Background: an optimization exercise with open tools, aiming at small area, a short achievable clock period and few clock cycles. Do not read the settings as production practice.
RTL that was checked went through simulation tests only; none was proved equivalent to the original.

==> flow/design.v <==
module micro_ucr_hash_multi #(
    parameter int K   = 3,
    parameter int CUT = 26
) (
    input  logic        clk,
    input  logic        reset_n,
    input  logic        inicio,
    input  logic [95:0] bloque_datos,
    input  logic [31:0] nonce_inicial,
    input  logic [31:0] nonce_limite,
    input  logic [7:0]  target,
    output logic [23:0] bounty,
    output logic [31:0] nonce_ganador,
    output logic        terminado,
    output logic        agotado,
    output logic        ocupado,
    output logic [31:0] intentos
);
    localparam int NC = 1 << K;
    localparam int HB = 32 - K;
    localparam logic [31:0] PCW = (32'd1 << 15) | (32'd1 << 18) | (32'd1 << 21) |
                                  (32'd1 << 24) | (32'd1 << 27) | (32'd1 << 29) |
                                  (32'd1 << 30);
    typedef logic [7:0] byte_t;
    function automatic logic [255:0] sched(input logic [95:0] blk, input logic [31:0] n);
        byte_t w [32];
        for (int j = 0; j < 12; j++) w[j] = blk[95-8*j -: 8];
        for (int j = 0; j < 4; j++) w[12+j] = n[31-8*j -: 8];
        for (int j = 16; j < 32; j++) w[j] = w[j-3] | (w[j-9] ^ w[j-14]);
        for (int j = 0; j < 32; j++) sched[255-8*j -: 8] = w[j];
    endfunction
    function automatic byte_t wof(input logic [255:0] w, input int j);
        wof = w[255-8*j -: 8];
    endfunction
    function automatic byte_t kof(input int j);
        kof = (j <= 16) ? 8'h99 : 8'hA1;
    endfunction
    function automatic byte_t yv(input byte_t c3, input byte_t c2);
        yv = (c3 << 4) ^ c2 ^ (c2 << 4);
    endfunction
    function automatic byte_t addx(input byte_t l, input byte_t y, input byte_t wk);
        byte_t e;
        logic  cy, p;
        e  = y ^ wk;
        cy = 1'b0;
        for (int i = 0; i < 8; i++) begin
            p       = l[i] ^ e[i];
            addx[i] = l[i] ^ (e[i] ^ cy);
            cy      = p ? cy : wk[i];
        end
    endfunction
    function automatic byte_t chw(input byte_t wz, input byte_t wo, input int gi);
        chw = wz;
        for (int b = 0; b < K; b++) if ((gi >> b) & 1) chw[b] = wo[b];
    endfunction
    logic          busy_q, found_q, exh_q;
    logic [95:0]   blk_q;
    logic [HB-1:0] limh_q;
    logic [K-1:0]  liml_q, inil_q;
    logic [7:0]    tgt_q;
    logic [HB-1:0] base1_q;
    logic          first1_q;
    logic [NC-1:0] val1;
    logic          last1;
    always_comb begin
        for (int i = 0; i < NC; i++)
            val1[i] = ((base1_q < limh_q) || (base1_q == limh_q && K'(i) <= liml_q))
                      && (!first1_q || K'(i) >= inil_q);
        last1 = (base1_q >= limh_q);
    end
    logic [255:0] wz1, wo1;
    assign wz1 = sched(blk_q, {base1_q, {K{1'b0}}});
    assign wo1 = sched(blk_q, {base1_q, {K{1'b1}}});
    byte_t cs12, cs13, cs14, cs16;
    always_comb begin
        byte_t cs [17];
        cs[0] = 8'h88 + 8'(wof(wz1, 0) + 8'h99);
        cs[1] = 8'h97 + 8'(wof(wz1, 1) + 8'h99);
        cs[2] = addx(8'(8'hE0 ^ cs[0] ^ (cs[0] << 4)), 8'h00, 8'(wof(wz1, 2) + 8'h99));
        for (int j = 3; j <= 16; j++) begin
            if (j == 15) cs[j] = '0;
            else cs[j] = addx(yv(cs[j-3], cs[j-2]), 8'h00, 8'(wof(wz1, j) + 8'h99));
        end
        cs12 = cs[12]; cs13 = cs[13]; cs14 = cs[14]; cs16 = cs[16];
    end
    byte_t c15 [NC];
    always_comb begin
        for (int i = 0; i < NC; i++)
            c15[i] = addx(yv(cs12, cs13), 8'h00,
                          8'(chw(wof(wz1, 15), wof(wo1, 15), i) + 8'h99));
    end
    logic [HB-1:0] base2_q;
    logic [NC-1:0] val2_q;
    logic          last2_q, v2_q;
    logic [3:0]    c14_2;
    byte_t         c16_2;
    byte_t         c15_2 [NC];
    byte_t         r2z [17:CUT];      
    logic [K-1:0]  r2o [17:CUT];      
    always_ff @(posedge clk) begin
        c14_2 <= cs14[3:0];
        c16_2 <= cs16;
        for (int j = 17; j <= CUT; j++) begin
            r2z[j] <= PCW[j] ? wof(wz1, j) : 8'(wof(wz1, j) + 8'hA1);
            r2o[j] <= wof(wo1, j);
        end
        for (int i = 0; i < NC; i++) c15_2[i] <= c15[i];
    end
    logic [255:0] wz2, wo2;
    assign wz2 = sched(blk_q, {base2_q, {K{1'b0}}});
    assign wo2 = sched(blk_q, {base2_q, {K{1'b1}}});
    byte_t         r3z [CUT+1:31];
    logic [K-1:0]  r3o [CUT+1:31];
    logic [HB-1:0] base3_q;
    logic [NC-1:0] val3_q;
    logic          last3_q, v3_q;
    always_ff @(posedge clk) begin
        for (int j = CUT + 1; j <= 31; j++) begin
            r3z[j] <= (j == 31) ? 8'(wof(wz2, j) + 8'h9F)
                    : PCW[j] ? wof(wz2, j) : 8'(wof(wz2, j) + 8'hA1);
            r3o[j] <= wof(wo2, j);
        end
    end
    logic [23:0] hch [NC];
    byte_t       a31 [NC];
    genvar gi;
    generate
        for (gi = 0; gi < NC; gi++) begin : ch
            byte_t q1, q2, q3;        
            always_comb begin
                byte_t p1, p2, p3, c, wk;
                p3 = c15_2[gi]; p2 = c16_2;
                c  = addx(c16_2, yv({4'h0, c14_2}, c15_2[gi]), r2z[17]);
                p1 = c;
                for (int j = 18; j <= CUT; j++) begin
                    if (PCW[j]) wk = 8'(chw(r2z[j], {r2z[j][7:K], r2o[j]}, gi) + 8'hA1);
                    else        wk = r2z[j];
                    c  = addx(p1, yv(p3, p2), wk);
                    p3 = p2; p2 = p1; p1 = c;
                end
                q1 = p1; q2 = p2; q3 = p3;
            end
            logic [7:0] s1, s2;
            logic [3:0] s3;
            always_ff @(posedge clk) begin
                s1 <= q1; s2 <= q2; s3 <= q3[3:0];
            end
            always_comb begin
                byte_t p1, p2, p3, c, wk;
                p1 = s1; p2 = s2; p3 = {4'h0, s3};
                for (int j = CUT + 1; j <= 30; j++) begin
                    if (PCW[j]) wk = 8'(chw(r3z[j], {r3z[j][7:K], r3o[j]}, gi) + 8'hA1);
                    else        wk = r3z[j];
                    c  = addx(p1, yv(p3, p2), wk);
                    p3 = p2; p2 = p1; p1 = c;
                end
                a31[gi] = (p2 << 4) ^ p1;
                hch[gi] = {8'(a31[gi] + 8'h01), p1[3:0] ^ 4'h8, 4'h9,
                           8'((yv(p3, p2) ^ p1) + r3z[31])};
            end
        end
    endgenerate
    logic [7:0]    t1;
    logic          t_ff, t_nz;
    logic [NC-1:0] hit, one;
    assign t1   = tgt_q - 8'd1;
    assign t_ff = (tgt_q == 8'hFF);
    assign t_nz = (tgt_q != 8'h00);
    always_comb begin
        for (int i = 0; i < NC; i++)
            hit[i] = v3_q && val3_q[i] &&
                     (t_ff || (t_nz && ((a31[i] < t1) || (a31[i] == 8'hFF))));
    end
    logic [K-1:0] widx;
    logic [23:0]  whash;
    logic         any_hit;
    always_comb begin
        logic seen;
        seen  = 1'b0;
        widx  = '0;
        whash = '0;
        for (int i = 0; i < NC; i++) begin
            one[i] = hit[i] && !seen;
            seen   = seen || hit[i];
            widx   = widx | ({K{one[i]}} & K'(i));
            whash  = whash | ({24{one[i]}} & hch[i]);
        end
        any_hit = seen;
    end
    logic cargar, ganar, agotar;
    assign cargar = inicio;
    assign ganar  = busy_q && !inicio && any_hit;
    assign agotar = busy_q && !inicio && !any_hit && v3_q && last3_q;
    always_ff @(posedge clk) begin
        if (!reset_n) begin
            busy_q  <= 1'b0;
            found_q <= 1'b0;
            exh_q   <= 1'b0;
        end else if (cargar) begin
            busy_q  <= 1'b1;
            found_q <= 1'b0;
            exh_q   <= 1'b0;
        end else if (ganar) begin
            busy_q  <= 1'b0;
            found_q <= 1'b1;
        end else if (agotar) begin
            busy_q  <= 1'b0;
            exh_q   <= 1'b1;
        end
    end
    always_ff @(posedge clk) begin
        if (cargar) begin
            blk_q    <= bloque_datos;
            limh_q   <= nonce_limite[31:K];
            liml_q   <= nonce_limite[K-1:0];
            inil_q   <= nonce_inicial[K-1:0];
            tgt_q    <= target;
            base1_q  <= nonce_inicial[31:K];
            first1_q <= 1'b1;
        end else if (busy_q) begin
            if (!last1) base1_q <= base1_q + HB'(1);
            first1_q <= 1'b0;
        end
    end
    always_ff @(posedge clk) begin
        if (!reset_n || cargar) begin
            v2_q <= 1'b0;
            v3_q <= 1'b0;
        end else if (busy_q) begin
            v2_q <= 1'b1;
            v3_q <= v2_q;
        end
        base2_q <= base1_q;
        val2_q  <= val1;
        last2_q <= last1;
        base3_q <= base2_q;
        val3_q  <= val2_q;
        last3_q <= last2_q;
    end
    logic [23:0]   bounty_q;
    logic [K-1:0]  idx_q;
    logic [HB-1:0] nwin_q;
    always_ff @(posedge clk) begin
        bounty_q <= ({24{busy_q}} & {whash[23:12], 4'h0, whash[7:0]}) | ({24{!busy_q}} & bounty_q);
        idx_q    <= ({K{busy_q}} & widx) | ({K{!busy_q}} & idx_q);
        nwin_q   <= ({HB{busy_q}} & base3_q & {HB{any_hit}}) | ({HB{!busy_q}} & nwin_q);
    end
    assign bounty        = {bounty_q[23:12], found_q, 2'b00, found_q, bounty_q[7:0]};
    assign nonce_ganador = {nwin_q, idx_q};
    assign ocupado       = busy_q;
    assign terminado     = found_q;
    assign agotado       = exh_q;
    assign intentos      = '0;
endmodule
Settings: LEC_CHECK=0, CAP_MARGIN=30, CORE_MARGIN=2, CORE_UTILIZATION=55, SLEW_MARGIN=30; clock period 30.0 ns.
standard.sh (not shown) runs the stock make flow with config.mk's settings and CLKGATE_MAP_FILE= SYNTH_SCRIPT=/design/flow/synth_recipe.tcl, a recipe that flattens the netlist after the stock synthesis.
==> flow/flow/run.sh <==
#!/bin/bash
# Layout flow: the standard ORFS layout, unchanged, except that timing
# repair aims for a setup slack margin well above zero so that the resizer
# works on the paths that set the achieved period (the 30 ns clock leaves
# them with positive slack, so a zero margin repairs nothing).
set -euo pipefail
cd "$(dirname "$0")/.."
export SETUP_SLACK_MARGIN=${FLOW_SETUP_MARGIN:-22.8}
bash standard.sh > standard_flow.log 2>&1
Change:
--- a/flow/design.v
+++ b/flow/design.v
@@ -1,8 +1,8 @@
 module micro_ucr_hash_multi #(
-    parameter int K   = 3,
+    parameter int K   = 4,
     parameter int CUT = 26
 ) (
     input  logic        clk,
     input  logic        reset_n,
     input  logic        inicio,
     input  logic [95:0] bloque_datos,
@@ -90,54 +90,56 @@
                           8'(chw(wof(wz1, 15), wof(wo1, 15), i) + 8'h99));
     end
     logic [HB-1:0] base2_q;
     logic [NC-1:0] val2_q;
     logic          last2_q, v2_q;
     logic [3:0]    c14_2;
-    byte_t         c16_2;
+    byte_t         c16_2, wk17_2, w18z_2;
+    logic [K-1:0]  w18o_2;
     byte_t         c15_2 [NC];
-    byte_t         r2z [17:CUT];      
-    logic [K-1:0]  r2o [17:CUT];      
-    always_ff @(posedge clk) begin
-        c14_2 <= cs14[3:0];
-        c16_2 <= cs16;
-        for (int j = 17; j <= CUT; j++) begin
-            r2z[j] <= PCW[j] ? wof(wz1, j) : 8'(wof(wz1, j) + 8'hA1);
-            r2o[j] <= wof(wo1, j);
-        end
+    always_ff @(posedge clk) begin
+        c14_2  <= cs14[3:0];
+        c16_2  <= cs16;
+        wk17_2 <= 8'(wof(wz1, 17) + 8'hA1);
+        w18z_2 <= wof(wz1, 18);
+        w18o_2 <= wof(wo1, 18);
         for (int i = 0; i < NC; i++) c15_2[i] <= c15[i];
     end
     logic [255:0] wz2, wo2;
     assign wz2 = sched(blk_q, {base2_q, {K{1'b0}}});
     assign wo2 = sched(blk_q, {base2_q, {K{1'b1}}});
-    byte_t         r3z [CUT+1:31];
-    logic [K-1:0]  r3o [CUT+1:31];
+    byte_t        wa3, wbz3;
+    logic [K-1:0] wbo3;
     logic [HB-1:0] base3_q;
     logic [NC-1:0] val3_q;
     logic          last3_q, v3_q;
     always_ff @(posedge clk) begin
-        for (int j = CUT + 1; j <= 31; j++) begin
-            r3z[j] <= (j == 31) ? 8'(wof(wz2, j) + 8'h9F)
-                    : PCW[j] ? wof(wz2, j) : 8'(wof(wz2, j) + 8'hA1);
-            r3o[j] <= wof(wo2, j);
-        end
-    end
+        wa3  <= PCW[CUT+1] ? wof(wz2, CUT+1) : 8'(wof(wz2, CUT+1) + 8'hA1);
+        wbz3 <= PCW[CUT+2] ? wof(wz2, CUT+2) : 8'(wof(wz2, CUT+2) + 8'hA1);
+        wbo3 <= PCW[CUT+2] ? wof(wo2, CUT+2) : 8'(wof(wz2, CUT+2) + 8'hA1);
+    end
+    logic [K-1:0] wao3;
+    always_ff @(posedge clk) wao3 <= wof(wo2, CUT+1);
+    logic [255:0] wz3, wo3;
+    assign wz3 = sched(blk_q, {base3_q, {K{1'b0}}});
+    assign wo3 = sched(blk_q, {base3_q, {K{1'b1}}});
     logic [23:0] hch [NC];
     byte_t       a31 [NC];
     genvar gi;
     generate
         for (gi = 0; gi < NC; gi++) begin : ch
             byte_t q1, q2, q3;        
             always_comb begin
                 byte_t p1, p2, p3, c, wk;
                 p3 = c15_2[gi]; p2 = c16_2;
-                c  = addx(c16_2, yv({4'h0, c14_2}, c15_2[gi]), r2z[17]);
+                c  = addx(c16_2, yv({4'h0, c14_2}, c15_2[gi]), wk17_2);
                 p1 = c;
                 for (int j = 18; j <= CUT; j++) begin
-                    if (PCW[j]) wk = 8'(chw(r2z[j], {r2z[j][7:K], r2o[j]}, gi) + 8'hA1);
-                    else        wk = r2z[j];
+                    if (j == 18)     wk = 8'(chw(w18z_2, {w18z_2[7:K], w18o_2}, gi) + 8'hA1);
+                    else if (PCW[j]) wk = 8'(chw(wof(wz2, j), wof(wo2, j), gi) + 8'hA1);
+                    else             wk = 8'(wof(wz2, j) + 8'hA1);
                     c  = addx(p1, yv(p3, p2), wk);
                     p3 = p2; p2 = p1; p1 = c;
                 end
                 q1 = p1; q2 = p2; q3 = p3;
             end
             logic [7:0] s1, s2;
@@ -146,20 +148,26 @@
                 s1 <= q1; s2 <= q2; s3 <= q3[3:0];
             end
             always_comb begin
                 byte_t p1, p2, p3, c, wk;
                 p1 = s1; p2 = s2; p3 = {4'h0, s3};
                 for (int j = CUT + 1; j <= 30; j++) begin
-                    if (PCW[j]) wk = 8'(chw(r3z[j], {r3z[j][7:K], r3o[j]}, gi) + 8'hA1);
-                    else        wk = r3z[j];
+                    if (j == CUT + 1)
+                        wk = PCW[j] ? 8'(chw(wa3, {wa3[7:K], wao3}, gi) + 8'hA1)
+                                    : wa3;
+                    else if (j == CUT + 2)
+                        wk = PCW[j] ? 8'(chw(wbz3, {wbz3[7:K], wbo3}, gi) + 8'hA1)
+                                    : wbz3;
+                    else if (PCW[j]) wk = 8'(chw(wof(wz3, j), wof(wo3, j), gi) + 8'hA1);
+                    else             wk = 8'(wof(wz3, j) + 8'hA1);
                     c  = addx(p1, yv(p3, p2), wk);
                     p3 = p2; p2 = p1; p1 = c;
                 end
                 a31[gi] = (p2 << 4) ^ p1;
                 hch[gi] = {8'(a31[gi] + 8'h01), p1[3:0] ^ 4'h8, 4'h9,
-                           8'((yv(p3, p2) ^ p1) + r3z[31])};
+                           8'((yv(p3, p2) ^ p1) + 8'(wof(wz3, 31) + 8'h9F))};
             end
         end
     endgenerate
     logic [7:0]    t1;
     logic          t_ff, t_nz;
     logic [NC-1:0] hit, one;
=> Global-route usage grows by 13 points. Critical path depth rises by 22. Final area rose by 59%. Synthesized area rose by 46%. Final cell count rose by 57%. Non-clock buffer count grows by 617. Routed wire length goes up by 100%. Die area increases by 46%. Register-to-register slack loses 460 ps.
No functional check of the RTL was part of any run of this note.

Another version of the RTL of micro_ucr_hash_multi (not shown whole).
For scale: about 530 flip-flops.
clock: 30.0 ns
lec_check: 0
cap_margin: 30
core_margin: 2
core_utilization: 55
slew_margin: 30
Scripts as last shown in full above: flow/flow/run.sh
Rerun with:
--- a/flow/design.v
+++ b/flow/design.v
@@ -241,24 +241,22 @@
         base2_q <= base1_q;
         val2_q  <= val1;
         last2_q <= last1;
         base3_q <= base2_q;
         val3_q  <= val2_q;
         last3_q <= last2_q;
     end
     logic [23:0]   bounty_q;
     logic [K-1:0]  idx_q;
     logic [HB-1:0] nwin_q;
     always_ff @(posedge clk) begin
-        if (busy_q) begin
-            bounty_q <= {whash[23:12], 4'h0, whash[7:0]};
-            idx_q    <= widx;
-            nwin_q   <= base3_q & {HB{any_hit}};
-        end
+        bounty_q <= ({24{busy_q}} & {whash[23:12], 4'h0, whash[7:0]}) | ({24{!busy_q}} & bounty_q);
+        idx_q    <= ({K{busy_q}} & widx) | ({K{!busy_q}} & idx_q);
+        nwin_q   <= ({HB{busy_q}} & base3_q & {HB{any_hit}}) | ({HB{!busy_q}} & nwin_q);
     end
     assign bounty        = {bounty_q[23:12], found_q, 2'b00, found_q, bounty_q[7:0]};
     assign nonce_ganador = {nwin_q, idx_q};
     assign ocupado       = busy_q;
     assign terminado     = found_q;
     assign agotado       = exh_q;
     assign intentos      = '0;
 endmodule
Effect: Setup slack gets better by 0.11 ns; fmax rises by about 1.6%; via count rises by about 2%; routed wire length rises by 3.1%.
Testbench counts after the change, summed over its fixed seeds: cycles 5,855.
For the first run of this note, only the layout was checked, not whether the RTL still works.

## static timing again, ports no longer ideal
The results above use ideal ports. As a check the final layouts listed here were re-extracted and re-timed, cells and wires unchanged. Step 1: set_driving_cell puts a clkbuf_16 on clk and a buf_2 on each other input, an assumption about the parent block. Step 2 adds t to the input delays and takes it off the output delays; t is the mean of the earliest and latest rising clock arrival at the registers after step 1. Input paths then give back, and output paths get back, about the clock's delay inside the block. Slacks: ideal ports / drivers / drivers and shift; pairs: ideal ports / drivers.
run | t (ns) | setup slack, ns | latest minus earliest clock arrival (ns) | slew at the worst register clock pin (ns) | worst slew at a driven data input, ns
the first run of note 1 | 0.750 | 22.711 / 22.623 / 22.204 | 0.050 / 0.051 | 0.08 / 0.08 | 0.08
the second run of note 1 | 0.873 | 22.488 / 22.416 / 21.972 | 0.122 / 0.122 | 0.10 / 0.10 | 0.10
the first run of note 2 | 0.768 | 22.553 / 22.471 / 22.224 | 0.067 / 0.067 | 0.07 / 0.07 | 0.10
the second run of note 2 | 0.762 | 22.667 / 22.584 / 22.249 | 0.039 / 0.040 | 0.08 / 0.08 | 0.06
After both steps setup and hold are still met in every run listed. For the second run of note 1, which loses most, drivers alone change the setup slack by -0.072 ns; drivers and shift together by -0.516 ns.
